What follows belongs to an exercise in optimizing a design on an open flow for small area, a short achievable clock period and few clock cycles per item; a production flow would make more cautious choices. Only simulation tests tie the RTL to the original design; equivalence was not proved. Power is estimated from default activity; no workload was simulated.

main:
Design wallace_mac, start of the top module:
module wallace_mac (
    input  wire        clk,
    input  wire        arst_n,
    input  wire        req,
    output logic       ack,
    input  wire [15:0] a,
    input  wire [15:0] b,
    input  wire [31:0] acc,
    input  wire        cin,
    output logic [32:0] result
);
    always_ff @(posedge clk or negedge arst_n) begin
        if (!arst_n) ack <= 1'b0;
        else         ack <= req;
    end
    wire pp_0_0;
    wire pp_0_1;
    wire pp_0_2;
    wire pp_0_3;
    wire pp_0_4;
    wire pp_0_5;
    wire pp_0_6;
    wire pp_0_7;
    wire pp_0_8;
    wire pp_0_9;
    wire pp_0_10;
    wire pp_0_11;
    wire pp_0_12;
    wire pp_0_13;
    wire pp_0_14;
    wire pp_0_15;
    wire pp_1_0;
    wire pp_1_1;
    wire pp_1_2;
    wire pp_1_3;
    wire pp_1_4;
    wire pp_1_5;
    wire pp_1_6;
    wire pp_1_7;
    wire pp_1_8;
    wire pp_1_9;
    wire pp_1_10;
    wire pp_1_11;
    wire pp_1_12;
    wire pp_1_13;
    wire pp_1_14;
    wire pp_1_15;
    wire pp_2_0;
    wire pp_2_1;
    wire pp_2_2;
    wire pp_2_3;
    wire pp_2_4;
    wire pp_2_5;
    wire pp_2_6;
    wire pp_2_7;
    wire pp_2_8;
    wire pp_2_9;
    wire pp_2_10;
    wire pp_2_11;
    wire pp_2_12;
    wire pp_2_13;
    wire pp_2_14;
    wire pp_2_15;
    wire pp_3_0;
    wire pp_3_1;
    wire pp_3_2;
    wire pp_3_3;
    wire pp_3_4;
    wire pp_3_5;
    wire pp_3_6;
    wire pp_3_7;
    wire pp_3_8;
    wire pp_3_9;
    wire pp_3_10;
    wire pp_3_11;
    wire pp_3_12;
    wire pp_3_13;
    wire pp_3_14;
    wire pp_3_15;
    wire pp_4_0;
    wire pp_4_1;
    wire pp_4_2;
    wire pp_4_3;
    wire pp_4_4;
    wire pp_4_5;
    wire pp_4_6;
    wire pp_4_7;
    wire pp_4_8;
    wire pp_4_9;
    wire pp_4_10;
    wire pp_4_11;
    wire pp_4_12;
    wire pp_4_13;
    wire pp_4_14;
    wire pp_4_15;
    wire pp_5_0;
    wire pp_5_1;
    wire pp_5_2;
    wire pp_5_3;
    wire pp_5_4;
    wire pp_5_5;
    wire pp_5_6;
    wire pp_5_7;
    wire pp_5_8;
    wire pp_5_9;
    wire pp_5_10;
    wire pp_5_11;
    wire pp_5_12;
    wire pp_5_13;
    wire pp_5_14;
    wire pp_5_15;
    wire pp_6_0;
    wire pp_6_1;
    wire pp_6_2;
    wire pp_6_3;
    wire pp_6_4;
    wire pp_6_5;
    wire pp_6_6;
    wire pp_6_7;
    wire pp_6_8;
    wire pp_6_9;
    wire pp_6_10;
    wire pp_6_11;
    wire pp_6_12;
    wire pp_6_13;
  ...
==> flow/config.mk <==
export PLATFORM = sky130hd
export DESIGN_NAME = wallace_mac
export DESIGN_NICKNAME = wallace_mac
export VERILOG_FILES = /design/flow/design.v
export SDC_FILE = /design/flow/constraint.sdc
export NUM_CORES = 4
export LEC_CHECK = 0
export CAP_MARGIN = 20
export CORE_MARGIN = 2
export CORE_UTILIZATION = 40
export CTS_BUF_LIST = sky130_fd_sc_hd__clkbuf_8
export SETUP_SLACK_MARGIN = 2.15
export SLEW_MARGIN = 20
export SYNTH_HIERARCHICAL = 1
export SYNTH_MINIMUM_KEEP_SIZE = 0
==> flow/constraint.sdc <==
create_clock -name core_clock -period 6.0 [get_ports {clk}]
set_input_delay 1.2000 -clock core_clock [delete_from_list [all_inputs] [get_ports {clk}]]
set_output_delay 1.2000 -clock core_clock [all_outputs]
set_load 0.01 [all_outputs]
standard.sh (not shown) runs the stock make flow with config.mk's settings and CLKGATE_MAP_FILE= SYNTH_SCRIPT=/design/flow/synth_recipe.tcl, a recipe that flattens the netlist after the stock synthesis.
==> flow/flow/run.sh <==
#!/bin/bash
# The standard layout (the standard.sh: ORFS synthesis and place and route,
# unchanged), except that the port buffers that global placement inserts on
# every input and output use a plain buffer cell rather than the delay cell
# the resizer would pick by default.
set -euo pipefail
export BUFFER_PORTS_ARGS="-buffer_cell ${PORT_BUFFER:-sky130_fd_sc_hd__buf_2}"
bash standard.sh > standard_flow.log 2>&1
main completed end to end with timing, DRC and antenna clean.
Testbench counts of main, summed over its fixed seeds: cycles 16,000, items 8,000.
Changes in the feature branch relative to main:
- SETUP_SLACK_MARGIN: 2.15 -> 1.9
Notes after the runs:
- Overall power consumption ended up 1.9% higher on the feature branch than on main.
- Global-route track usage on met3 for the feature branch: 0.54 points up relative to main
- Changes observed in the feature branch relative to main: final core utilization lower, required time of the worst setup path +1.52 ns, global-route usage level, worst-case hold slack now sits higher.

* * *

== job 3921 ==
wallace_mac, a different RTL version from the one above (not shown whole).
For scale: roughly 71 flip-flops, roughly 0.0099 mm2 of cells after synthesis.
export LEC_CHECK = 0
export CAP_MARGIN = 20
export CORE_MARGIN = 2
export CORE_UTILIZATION = 40
export CTS_BUF_LIST = sky130_fd_sc_hd__clkbuf_8
export SETUP_SLACK_MARGIN = 2.3
export SLEW_MARGIN = 20
export SYNTH_HIERARCHICAL = 1
export SYNTH_MINIMUM_KEEP_SIZE = 0
create_clock -name core_clock -period 6.0 [get_ports {clk}]
Scripts as last shown in full above: flow/flow/run.sh
Job 3921: full flow OK, the timing, DRC and antenna checks passed
Testbench counts of job 3921, summed over its fixed seeds: cycles 16,000, items 8,000.
Setup changes, job 3921 to job 6338
- a change of SETUP_SLACK_MARGIN from 2.3 to 2.1
--- outcome ---
- Job 6338: PASS, flow complete, no timing, DRC or antenna violations
- For the aggregate routed wire length, job 6338 came in about 0.4% lower than job 3921 did.
- Job 6338 against job 3921; non-clock buffer count is down slightly.
- Diff job 3921 -> job 6338: via count stayed essentially flat, arrival time at the worst endpoint fell by 0.04 ns, share of total power consumed by net switching rose by 0.46 points.
- Looking at job 6338 and job 3921, the net total in the final layout is a wash.
Setup changes, job 6338 to job 4981
- swapping 2.1 for 2.0 in SETUP_SLACK_MARGIN
==> flow/flow/run.sh <==
#!/bin/bash
# The standard layout (the standard.sh: ORFS synthesis, then place and
# route), with two changes to how the layout is made:
#  - the port buffers that global placement inserts on every input and output
#    use a plain buffer cell (buf_2) rather than the delay cell the resizer
#    would pick by default;
#  - after the standard synthesis, the a21oi and nand2 gates that ABC mapped at
#    drive strength 2 start at drive strength 1 (same function and pins); the
#    resizer sizes up again whatever timing needs.
# Each step's full output goes to its own log file in this folder (ORFS's own
# per-step logs stay under orfs/logs/).
set -euo pipefail
export BUFFER_PORTS_ARGS="-buffer_cell sky130_fd_sc_hd__buf_2"
R="$PWD/orfs/results/sky130hd/wallace_mac/base"
bash standard.sh "$R/1_2_yosys.v" > synth_flow.log 2>&1
sed -i -E 's/sky130_fd_sc_hd__(a21oi|nand2)_2 /sky130_fd_sc_hd__\1_1 /' "$R/1_2_yosys.v"
grep -c "sky130_fd_sc_hd__a21oi_1 \|sky130_fd_sc_hd__nand2_1 " "$R/1_2_yosys.v" > downsize.log 2>&1 || true
bash standard.sh > standard_flow.log 2>&1
==> comparison <==
The lower initial core utilization came out of job 6338.
Switching component of the power grows by a few percent when moving from job 6338 to job 4981.
Post-CTS setup-driven buffer insertion count: job 4981 < job 6338
Inputs modified between job 4981 and job 2233:
- PLACE_DENSITY: unset -> 0.8
==> flow/flow/run.sh <==
#!/bin/bash
# The standard layout (the standard.sh: ORFS synthesis and place and route,
# unchanged), except that the port buffers that global placement inserts on
# every input and output use a plain buffer cell rather than the delay cell
# the resizer would pick by default.
set -euo pipefail
export BUFFER_PORTS_ARGS="-buffer_cell ${PORT_BUFFER:-sky130_fd_sc_hd__buf_2}"
bash standard.sh > standard_flow.log 2>&1
Results
Taking job 4981 as the reference, in job 2233 met2 layer usage reported by global route -1.1 points, worst hold slack ~0 delta, global-route usage -0.90 points, sequential share of layout area -0.21 points. After synthesis and placement, the instance count of job 2233 is above that of job 4981. Job 2233 has more setup slack than job 4981. Job 2233 vs. job 4981: netlist area before placement went up, non-clock buffer count went down.
[inputs] job 3128 vs job 2233
- PLACE_DENSITY no longer set, was 0.8
--- outcome ---
| half-perimeter wire length after placement | job 3128 vs job 2233 | about 2% lower |. Where wire length of the first global-routing pass is concerned, job 2233 is better than job 3128. Job 3128: met3 routing resource usage after global routing lower than job 2233. Diff job 2233 -> job 3128: final-layout worst hold slack fell 0.013 ns, fraction of area in registers about even. Routed wire length in job 3128 is 1.2% below job 2233. Routability congestion estimate from global placement went down by a few percent going from job 2233 to job 3128. Count of plain and timing-repair buffers | job 3128 below job 2233. Between job 2233 and job 3128, the flow reports met1 wire length increasing by more than 10%.

* * *

## old
Starting RTL as in the previous note.
Settings: LEC_CHECK=0, CAP_MARGIN=20, CORE_MARGIN=2, CORE_UTILIZATION=40, CTS_BUF_LIST=sky130_fd_sc_hd__clkbuf_8, SETUP_SLACK_MARGIN=2.2, SLEW_MARGIN=20, SYNTH_HIERARCHICAL=1, SYNTH_MINIMUM_KEEP_SIZE=0; clock period 6.0 ns.
==> flow/flow/run.sh <==
#!/bin/bash
# The standard layout (the standard.sh: ORFS synthesis and place and route,
# unchanged), except that the port buffers that global placement inserts on
# every input and output use a plain buffer cell rather than the delay cell
# the resizer would pick by default.
set -euo pipefail
export BUFFER_PORTS_ARGS="-buffer_cell ${PORT_BUFFER:-sky130_fd_sc_hd__buf_2}"
bash standard.sh > standard_flow.log 2>&1
Every stage of the flow completed for old, and the final layout passed the timing, DRC and antenna checks.
Testbench counts of old, summed over its fixed seeds: cycles 16,000, items 8,000.
What new does differently from old at the input level:
# old
export LEC_CHECK = 0
export CAP_MARGIN = 20
export CORE_MARGIN = 2
export CORE_UTILIZATION = 40
export CTS_BUF_LIST = sky130_fd_sc_hd__clkbuf_8
export SETUP_SLACK_MARGIN = 2.2
export SLEW_MARGIN = 20
export SYNTH_HIERARCHICAL = 1
export SYNTH_MINIMUM_KEEP_SIZE = 0
create_clock -name core_clock -period 6.0 [get_ports {clk}]
# new
export LEC_CHECK = 0
export CAP_MARGIN = 5
export CORE_MARGIN = 2
export CORE_UTILIZATION = 40
export CTS_BUF_LIST = sky130_fd_sc_hd__clkbuf_8
export SETUP_SLACK_MARGIN = 2.0
export SLEW_MARGIN = 5
export SYNTH_HIERARCHICAL = 1
export SYNTH_MINIMUM_KEEP_SIZE = 0
create_clock -name core_clock -period 6.0 [get_ports {clk}]
### Flow results
From new to old, number of distinct standard cells referenced by the synthesized netlist did not move at all. b[10] as the worst setup path startpoint was reported by new, and r_fc_181$_DFF_P_ by old. Flip-flop and latch share of the layout cell area (lower): old. Going from old to new, total number of nets in the final design shrank by about 0.8%; total routed wire length on the met1 layer shows a reduction of 1.3%; clock share of power increased by 1.0 points relative to the old numbers. new and old ended up with nearly the same maximum clock path buffer count.

* * *

Setup of 01-05:
Starting RTL as in the previous note.
export LEC_CHECK = 0
export CAP_MARGIN = 20
export CORE_MARGIN = 2
export CORE_UTILIZATION = 40
export CTS_BUF_LIST = sky130_fd_sc_hd__clkbuf_8
export SETUP_SLACK_MARGIN = 2.05
export SLEW_MARGIN = 20
export SYNTH_HIERARCHICAL = 1
export SYNTH_MINIMUM_KEEP_SIZE = 0
create_clock -name core_clock -period 6.0 [get_ports {clk}]
Scripts as last shown in full above: flow/flow/run.sh
01-05: no failed stages, no open violations at the end
Testbench counts of 01-05, summed over its fixed seeds: cycles 16,000, items 8,000.
Relative to 01-05, the following input files were edited for 06-07:
- SETUP_SLACK_MARGIN changed from 2.05 to 2.1
- GPL_ROUTABILITY_DRIVEN newly set to 0
Run comparison: 06-07 standard cell with the maximum stage delay on the critical path fa_2; 01-05 standard cell with the maximum stage delay on the critical path fa_1. For core utilization of the finished layout, 06-07 and 01-05 come out practically identical. Summary of 06-07 over 01-05: critical path depth stayed essentially flat; overall track demand over capacity in global routing now sits higher; actual transition at the worst max-transition pin decreased by 0.018 ns relative to the old numbers; sequential share of layout area closely matched the old numbers; clock power saw a decrease. 06-07 reached the final stage; the timing, DRC and antenna checks on its layout passed.

==> afterwards: timing with drivers on the ports <==
The flow's constraints put no driver on any port. The routed layouts listed below were extracted and timed again, unchanged, in two steps. Step 1 sets driving cells, clkbuf_16 on the clock port and buf_2 on the other inputs (assumed; they add their load-dependent delay and slew). Step 2 times the ports against the registers' clock, not the clock port: input delays grow and output delays shrink by t, the midpoint of the rising clock arrivals with the driver on. a / b / c = ideal ports / drivers / drivers and shift; a / b = the first two.
run	t (ns)	setup WS [ns]	hold WS [ns]	worst setup path after step 2
main	0.406	1.992 / 1.950 / 1.738	0.576 / 0.556 / 0.962	input to register
the feature branch	0.419	2.002 / 1.964 / 1.586	0.584 / 0.565 / 0.984	input to register
job 3921	0.414	2.095 / 2.055 / 1.906	0.564 / 0.547 / 0.961	input to register
job 6338	0.419	2.143 / 2.101 / 1.768	0.567 / 0.548 / 0.968	input to register
job 4981	0.415	2.038 / 1.995 / 1.690	0.580 / 0.561 / 0.976	input to register
job 2233	0.407	2.079 / 2.040 / 1.666	0.581 / 0.565 / 0.973	input to register
job 3128	0.417	2.105 / 2.064 / 1.704	0.569 / 0.546 / 0.963	input to register
old	0.419	2.114 / 2.074 / 1.846	0.577 / 0.559 / 0.978	input to register
new	0.417	2.105 / 2.064 / 1.704	0.569 / 0.546 / 0.963	input to register
01-05	0.417	2.122 / 2.079 / 1.721	0.573 / 0.554 / 0.971	input to register
06-07	0.419	2.143 / 2.101 / 1.768	0.567 / 0.548 / 0.968	input to register
After both steps every run listed still meets setup and hold. The setup slack of the feature branch, which loses most, moves by -0.038 ns with the drivers and by -0.416 ns with both steps.
